From an optimization exercise on the open Yosys and OpenROAD flow, aimed at small area and a short achievable clock period; shortcuts taken in it are not production practice. Function was checked by simulation only, so behaviour that the tests miss may differ from the original. Power figures rest on the tool's default switching activity, not on a simulated workload.

==> inputs of job 8549 <==
==> flow/design.v (excerpt) <==
module ram_peri_dp #(
  parameter int CAddrLen = 8,
  parameter int CDataLen = 16,
  parameter int CDepth = 224,
  parameter int CRdLat = 2,
  parameter int CWrFirst = 1
) (
  input  logic                AClkH,
  input  logic                AResetH,
  input  logic                AClkHEn,
  input  logic [CAddrLen-1:0] AAddrWr,
  input  logic [CDataLen-1:0] AMosi,
  input  logic                AWrEn,
  input  logic [CAddrLen-1:0] AAddrRd,
  input  logic                ARdEn,
  output logic [CDataLen-1:0] AMiso,
  output logic                AMisoVld,
  output logic                ABusy
);
==> module ram_peri_rd_pipe, before the edit <==
module ram_peri_rd_pipe #(
  parameter int CDataLen = 8,
  parameter int CLat = 1
) (
  input  logic                clk,
  input  logic                rst,
  input  logic                en,
  input  logic                vld_in,
  input  logic [CDataLen-1:0] data_in,
  output logic                vld_out,
  output logic [CDataLen-1:0] data_out
);
  logic [CLat-1:0]               vld_q, vld_d;
  logic [CLat-1:0][CDataLen-1:0] data_q, data_d;
  always_comb begin
    vld_d = vld_q;
    data_d = data_q;
    if (en) begin
      vld_d[0] = vld_in;
      data_d[0] = vld_in ? data_in : data_q[0];
      for (int k = 1; k < CLat; k++) begin
        vld_d[k] = vld_q[k-1];
        data_d[k] = vld_q[k-1] ? data_q[k-1] : data_q[k];
      end
    end
  end
  always_ff @(posedge clk) begin
    if (rst) begin
      vld_q <= '0;
      data_q <= '0;
    end else begin
      vld_q <= vld_d;
      data_q <= data_d;
    end
  end
  assign vld_out = vld_q[CLat-1];
  assign data_out = data_q[CLat-1];
endmodule
==> module ram_peri_dp, before the edit <==
module ram_peri_dp #(
  parameter int CAddrLen = 8,
  parameter int CDataLen = 16,
  parameter int CDepth = 224,
  parameter int CRdLat = 2,
  parameter int CWrFirst = 1
) (
  input  logic                AClkH,
  input  logic                AResetH,
  input  logic                AClkHEn,
  input  logic [CAddrLen-1:0] AAddrWr,
  input  logic [CDataLen-1:0] AMosi,
  input  logic                AWrEn,
  input  logic [CAddrLen-1:0] AAddrRd,
  input  logic                ARdEn,
  output logic [CDataLen-1:0] AMiso,
  output logic                AMisoVld,
  output logic                ABusy
);
  localparam logic [CAddrLen:0] CDepthW = (CAddrLen+1)'(CDepth);
  localparam logic [CAddrLen:0] CLast = (CAddrLen+1)'(CDepth - 1);
  ram_peri_pkg::state_e  state_q, state_d;
  logic [CAddrLen:0]     cnt_q, cnt_d;
  logic [CDataLen-1:0]   mem_q [CDepth];
  logic [CDataLen-1:0]   fill, rd_data, wr_data;
  logic [CAddrLen-1:0]   wr_idx;
  logic                  run, wr_hit, rd_hit, coll, wr_en, rd_vld;
  localparam logic [CDataLen-1:0] CTaps = CDataLen'(ram_peri_pkg::lfsr_taps(CDataLen));
  logic [CDataLen-1:0] lfsr_q, lfsr_d;
  always_comb lfsr_d = (AClkHEn && !run) ? ((lfsr_q >> 1) ^ (lfsr_q[0] ? CTaps : '0)) : lfsr_q;
  always_ff @(posedge AClkH) lfsr_q <= AResetH ? CDataLen'(CFillSeed) : lfsr_d;
  assign fill = lfsr_q;
  assign run = state_q == RUN;
  assign ABusy = !run;
  assign wr_hit = {1'b0, AAddrWr} < CDepthW;
  assign rd_hit = {1'b0, AAddrRd} < CDepthW;
  assign coll = AWrEn && wr_hit && AAddrWr == AAddrRd;
  assign rd_data = !rd_hit ? '0 : (coll && CWrFirst != 0) ? AMosi : mem_q[AAddrRd];
  assign rd_vld = run && ARdEn;
  assign wr_en = !AResetH && AClkHEn && (run ? AWrEn && wr_hit : 1'b1);
  assign wr_idx = run ? AAddrWr : cnt_q[CAddrLen-1:0];
  assign wr_data = run ? AMosi : fill;
  always_comb begin
    state_d = state_q;
    cnt_d = cnt_q;
    if (AClkHEn && !run) begin
      cnt_d = cnt_q + 1'b1;
      state_d = cnt_q == CLast ? RUN : INIT;
    end
  end
  always_ff @(posedge AClkH) begin
    if (AResetH) begin
      state_q <= INIT;
      cnt_q <= '0;
    end else begin
      state_q <= state_d;
      cnt_q <= cnt_d;
    end
  end
  always_ff @(posedge AClkH) if (wr_en) mem_q[wr_idx] <= wr_data;
  ram_peri_rd_pipe #(.CDataLen(CDataLen), .CLat(CRdLat)) u_rd_pipe (
    .clk     (AClkH),
    .rst     (AResetH),
    .en      (AClkHEn),
    .vld_in  (rd_vld),
    .data_in (rd_data),
    .vld_out (AMisoVld),
    .data_out(AMiso)
  );
endmodule
clock: 3.6 ns
lec_check: 0
cap_margin: 20
core_margin: 2
core_utilization: 40
slew_margin: 20
run.sh (not shown) runs the stock make flow with config.mk's settings and CLKGATE_MAP_FILE= SYNTH_SCRIPT=/design/flow/synth_recipe.tcl, a recipe that flattens the netlist after the stock synthesis.
==> job 7808: changes against job 8549 <==
==> flow/design.v (replaced) <==
package ram_peri_pkg;
  typedef enum logic {INIT, RUN} state_e;
  localparam int CFillSeed = 1;
  function automatic logic [31:0] lfsr_taps(input int w);
    lfsr_taps = (w == 2)  ? 32'h0000_0003 :
                (w == 3)  ? 32'h0000_0006 :
                (w == 4)  ? 32'h0000_000C :
                (w == 5)  ? 32'h0000_0014 :
                (w == 6)  ? 32'h0000_0030 :
                (w == 7)  ? 32'h0000_0060 :
                (w == 8)  ? 32'h0000_00B8 :
                (w == 16) ? 32'h0000_B400 :
                (w == 32) ? 32'hA300_0000 :
                            32'h0000_00B8;
  endfunction
endpackage
module ram_peri_rd_pipe #(
  parameter int CDataLen = 16,
  parameter int CGrp = 4,
  parameter int COffLen = 2
) (
  input  logic                           clk,
  input  logic                           rst,
  input  logic                           en,
  input  logic                           vld_in,
  input  logic [CGrp-1:0][CDataLen-1:0]  grp_in,
  input  logic [COffLen-1:0]             off_in,
  input  logic                           coll_in,
  input  logic [CDataLen-1:0]            wdata_in,
  output logic                           vld_out,
  output logic [CDataLen-1:0]            data_out
);
  logic                          vld0_q, coll0_q;
  logic [CGrp-1:0][CDataLen-1:0] grp0_q;
  logic [COffLen-1:0]            off0_q;
  logic [CDataLen-1:0]           wdata0_q, word;
  always_ff @(posedge clk) begin
    if (en) begin
      grp0_q <= grp_in;
      off0_q <= off_in;
      wdata0_q <= wdata_in;
      coll0_q <= coll_in;
    end
  end
  assign word = grp0_q[off0_q];
  always_ff @(posedge clk) begin
    if (rst) begin
      vld0_q <= 1'b0;
      vld_out <= 1'b0;
      data_out <= '0;
    end else if (en) begin
      vld0_q <= vld_in;
      vld_out <= vld0_q;
      if (vld0_q) data_out <= coll0_q ? wdata0_q : word;
    end
  end
endmodule
import ram_peri_pkg::*;
module ram_peri_dp #(
  parameter int CAddrLen = 8,
  parameter int CDataLen = 16,
  parameter int CDepth = 224,
  parameter int CRdLat = 2,
  parameter int CWrFirst = 1
) (
  input  logic                AClkH,
  input  logic                AResetH,
  input  logic                AClkHEn,
  input  logic [CAddrLen-1:0] AAddrWr,
  input  logic [CDataLen-1:0] AMosi,
  input  logic                AWrEn,
  input  logic [CAddrLen-1:0] AAddrRd,
  input  logic                ARdEn,
  output logic [CDataLen-1:0] AMiso,
  output logic                AMisoVld,
  output logic                ABusy
);
  localparam int COffLen = 2;
  localparam int CGrp = 1 << COffLen;
  localparam int CNGrp = CDepth / CGrp;
  localparam logic [CAddrLen:0] CDepthW = (CAddrLen+1)'(CDepth);
  localparam logic [CAddrLen-1:0] CLast = CAddrLen'(CDepth - 1);
  logic                          run_q;
  logic [CAddrLen-1:0]           cnt_q;
  logic [CDataLen-1:0]           mem_q [CDepth];
  logic [CDataLen-1:0]           fill, wr_data;
  logic [CGrp-1:0][CDataLen-1:0] rd_grp;
  logic [CAddrLen-COffLen-1:0]   rd_gidx;
  logic [CAddrLen-1:0]           wr_idx;
  logic                          wr_hit, wr_en, coll;
  localparam logic [CDataLen-1:0] CTaps = CDataLen'(ram_peri_pkg::lfsr_taps(CDataLen));
  logic [CDataLen-1:0] lfsr_q;
  always_ff @(posedge AClkH)
    if (AResetH) lfsr_q <= CDataLen'(CFillSeed);
    else if (AClkHEn && !run_q) lfsr_q <= (lfsr_q >> 1) ^ (lfsr_q[0] ? CTaps : '0);
  assign fill = lfsr_q;
  assign ABusy = !run_q;
  always_ff @(posedge AClkH) begin
    if (AResetH) begin
      run_q <= 1'b0;
      cnt_q <= '0;
    end else if (AClkHEn && !run_q) begin
      cnt_q <= cnt_q + 1'b1;
      run_q <= cnt_q == CLast;
    end
  end
  assign wr_hit = {1'b0, AAddrWr} < CDepthW;
  assign wr_en = !AResetH && AClkHEn && (run_q ? AWrEn && wr_hit : 1'b1);
  assign wr_idx = run_q ? AAddrWr : cnt_q;
  assign wr_data = run_q ? AMosi : fill;
  for (genvar i = 0; i < CDepth; i++) begin : g_word
    always_ff @(posedge AClkH) if (wr_en && wr_idx == CAddrLen'(i)) mem_q[i] <= wr_data;
  end
  assign rd_gidx = AAddrRd[CAddrLen-1:COffLen];
  always_comb begin
    rd_grp = '0;
    for (int g = 0; g < CNGrp; g++)
      for (int k = 0; k < CGrp; k++)
        rd_grp[k] = rd_grp[k] | (mem_q[g*CGrp+k] & {CDataLen{rd_gidx == (CAddrLen-COffLen)'(g)}});
  end
  assign coll = AWrEn && wr_hit && AAddrWr == AAddrRd;
  ram_peri_rd_pipe #(.CDataLen(CDataLen), .CGrp(CGrp), .COffLen(COffLen)) u_rd_pipe (
    .clk     (AClkH),
    .rst     (AResetH),
    .en      (AClkHEn),
    .vld_in  (run_q && ARdEn),
    .grp_in  (rd_grp),
    .off_in  (AAddrRd[COffLen-1:0]),
    .coll_in (coll),
    .wdata_in(AMosi),
    .vld_out (AMisoVld),
    .data_out(AMiso)
  );
endmodule
==> job 5655: changes against job 8549 <==
==> flow/design.v (replaced) <==
package ram_peri_pkg;
  typedef enum logic {INIT, RUN} state_e;
  localparam int CFillSeed = 1;
  function automatic logic [31:0] lfsr_taps(input int w);
    lfsr_taps = (w == 2)  ? 32'h0000_0003 :
                (w == 3)  ? 32'h0000_0006 :
                (w == 4)  ? 32'h0000_000C :
                (w == 5)  ? 32'h0000_0014 :
                (w == 6)  ? 32'h0000_0030 :
                (w == 7)  ? 32'h0000_0060 :
                (w == 8)  ? 32'h0000_00B8 :
                (w == 16) ? 32'h0000_B400 :
                (w == 32) ? 32'hA300_0000 :
                            32'h0000_00B8;
  endfunction
endpackage
module ram_peri_rd_pipe #(
  parameter int CDataLen = 16
) (
  input  logic                clk,
  input  logic                rst,
  input  logic                en,
  input  logic                vld_in,
  input  logic [CDataLen-1:0] data_in,
  input  logic                coll_in,
  input  logic [CDataLen-1:0] wdata_in,
  output logic                vld_out,
  output logic [CDataLen-1:0] data_out
);
  logic                vld0_q, coll0_q;
  logic [CDataLen-1:0] data0_q, wdata0_q;
  always_ff @(posedge clk) begin
    if (en) begin
      data0_q <= data_in;
      wdata0_q <= wdata_in;
      coll0_q <= coll_in;
    end
  end
  always_ff @(posedge clk) begin
    if (rst) begin
      vld0_q <= 1'b0;
      vld_out <= 1'b0;
      data_out <= '0;
    end else if (en) begin
      vld0_q <= vld_in;
      vld_out <= vld0_q;
      if (vld0_q) data_out <= coll0_q ? wdata0_q : data0_q;
    end
  end
endmodule
import ram_peri_pkg::*;
module ram_peri_dp #(
  parameter int CAddrLen = 8,
  parameter int CDataLen = 16,
  parameter int CDepth = 224,
  parameter int CRdLat = 2,
  parameter int CWrFirst = 1
) (
  input  logic                AClkH,
  input  logic                AResetH,
  input  logic                AClkHEn,
  input  logic [CAddrLen-1:0] AAddrWr,
  input  logic [CDataLen-1:0] AMosi,
  input  logic                AWrEn,
  input  logic [CAddrLen-1:0] AAddrRd,
  input  logic                ARdEn,
  output logic [CDataLen-1:0] AMiso,
  output logic                AMisoVld,
  output logic                ABusy
);
  localparam logic [CAddrLen:0] CDepthW = (CAddrLen+1)'(CDepth);
  localparam logic [CAddrLen-1:0] CLast = CAddrLen'(CDepth - 1);
  logic                  run_q;
  logic [CAddrLen-1:0]   cnt_q;
  logic [CDataLen-1:0]   mem_q [CDepth];
  logic [CDataLen-1:0]   fill, wr_data, rd_data;
  logic [CAddrLen-1:0]   wr_idx;
  logic                  wr_hit, wr_en, coll;
  localparam logic [CDataLen-1:0] CTaps = CDataLen'(ram_peri_pkg::lfsr_taps(CDataLen));
  logic [CDataLen-1:0] lfsr_q;
  always_ff @(posedge AClkH)
    if (AResetH) lfsr_q <= CDataLen'(CFillSeed);
    else if (AClkHEn && !run_q) lfsr_q <= (lfsr_q >> 1) ^ (lfsr_q[0] ? CTaps : '0);
  assign fill = lfsr_q;
  assign ABusy = !run_q;
  always_ff @(posedge AClkH) begin
    if (AResetH) begin
      run_q <= 1'b0;
      cnt_q <= '0;
    end else if (AClkHEn && !run_q) begin
      cnt_q <= cnt_q + 1'b1;
      run_q <= cnt_q == CLast;
    end
  end
  assign wr_hit = {1'b0, AAddrWr} < CDepthW;
  assign wr_en = !AResetH && AClkHEn && (run_q ? AWrEn && wr_hit : 1'b1);
  assign wr_idx = run_q ? AAddrWr : cnt_q;
  assign wr_data = run_q ? AMosi : fill;
  for (genvar i = 0; i < CDepth; i++) begin : g_word
    always_ff @(posedge AClkH) if (wr_en && wr_idx == CAddrLen'(i)) mem_q[i] <= wr_data;
  end
  always_comb begin
    rd_data = '0;
    for (int i = 0; i < CDepth; i++)
      rd_data = rd_data | (mem_q[i] & {CDataLen{AAddrRd == CAddrLen'(i)}});
  end
  assign coll = AWrEn && wr_hit && AAddrWr == AAddrRd;
  ram_peri_rd_pipe #(.CDataLen(CDataLen)) u_rd_pipe (
    .clk     (AClkH),
    .rst     (AResetH),
    .en      (AClkHEn),
    .vld_in  (run_q && ARdEn),
    .data_in (rd_data),
    .coll_in (coll),
    .wdata_in(AMosi),
    .vld_out (AMisoVld),
    .data_out(AMiso)
  );
endmodule
CORE_UTILIZATION = 55   (was 40)
SETUP_SLACK_MARGIN = 1.0   (was default)
==> impl_summary.txt <==
----------------------------------------------------
[Outcome]
  Run status ... no timing/DRC/antenna violations

[Global routing]
  Vias in the first global route ... around 84k
  Met2 GRT Util ... about half

[Logic synthesis]
  Count of synthesis-stage warnings from yosys ... 3
  Number of enable flip-flop cells after synthesis ... about 3.7k

[Worst setup path]
  Worst path arrival time ... 3.78 ns

[Detailed routing]
  Number of DRC violations after detailed routing ... 0

[Power]
  Fraction of power spent switching nets ... approximately 22%

[Finish]
  Layout fillers ... roughly 27k

----------------------------------------------------
(the above is from job 7808)
==> impl_summary.txt <==
----------------------------------------------------
[Outcome]
  Run status ... no timing/DRC/antenna violations

[Logic synthesis]
  Number of enable flip-flop cells after synthesis ... between 3k and 4k
  Count of synthesis-stage warnings from yosys ... 2
  Synth unique cells ... 70

[Detailed routing]
  First-pass iteration count of the detailed router ... 5
  Number of DRC violations after detailed routing ... 0

[Worst setup path]
  Worst path arrival time ... about 4.3 ns

[Power]
  Fraction of power spent switching nets ... ~22%

[Global routing]
  Met2 GRT Util ... 39.2%
  Vias in the first global route ... 75.4k

----------------------------------------------------
(the above is from job 8549)
==> impl_summary.txt <==
----------------------------------------------------
[Logic synthesis]
  Count leader, synth ... edfxtp_1
  Number of enable flip-flop cells after synthesis ... between 3k and 4k
  Post-synthesis cell count ... ~7.6k
  Count of synthesis-stage warnings from yosys ... 3

[Outcome]
  Last stage the flow got to ... global routing
  Run status ... aborted with a tool error
  Stop Error ... [ERROR GRT-0232] Routing congestion too high. Check the congestion heatmap in the GUI.

[Clock network]
  Number of sinks handled by clock tree synthesis ... ~3.7k

[Placement]
  Final estimated routing congestion in global placement ... 1.32

[Global routing]
  Met2 GRT Util ... between 80% and 90%

----------------------------------------------------
(the above is from job 5655)

## re-timing with driven ports
In the flow no input, the clock included, has a driving cell. The finished layouts below were timed again as built, in two steps. Step 1 assumes that a clkbuf_16 drives the clock port and a buf_2 every other input. Step 2 adds t to the input delays and takes it off the output delays; t is the mean of the earliest and latest rising clock arrival at the registers after step 1. Input paths then give back, and output paths get back, about the clock's delay inside the block. Slacks: ideal / step 1 / step 2; pairs: ideal / step 1.
run | t (ns) | setup slack, ns | worst register clock-pin slew, ns | pins driven straight from the clock port
job 8549 | 1.063 | 0.220 / 0.243 / -0.785 | 0.07 / 0.07 | 1
job 7808 | 1.070 | 0.423 / 0.409 / -0.661 | 0.07 / 0.07 | 1
With both steps, setup timing fails in job 8549 and job 7808, where it was met with ideal ports. The setup slack of job 7808, which loses most, moves by -0.014 ns with the drivers and by -1.084 ns with both steps.
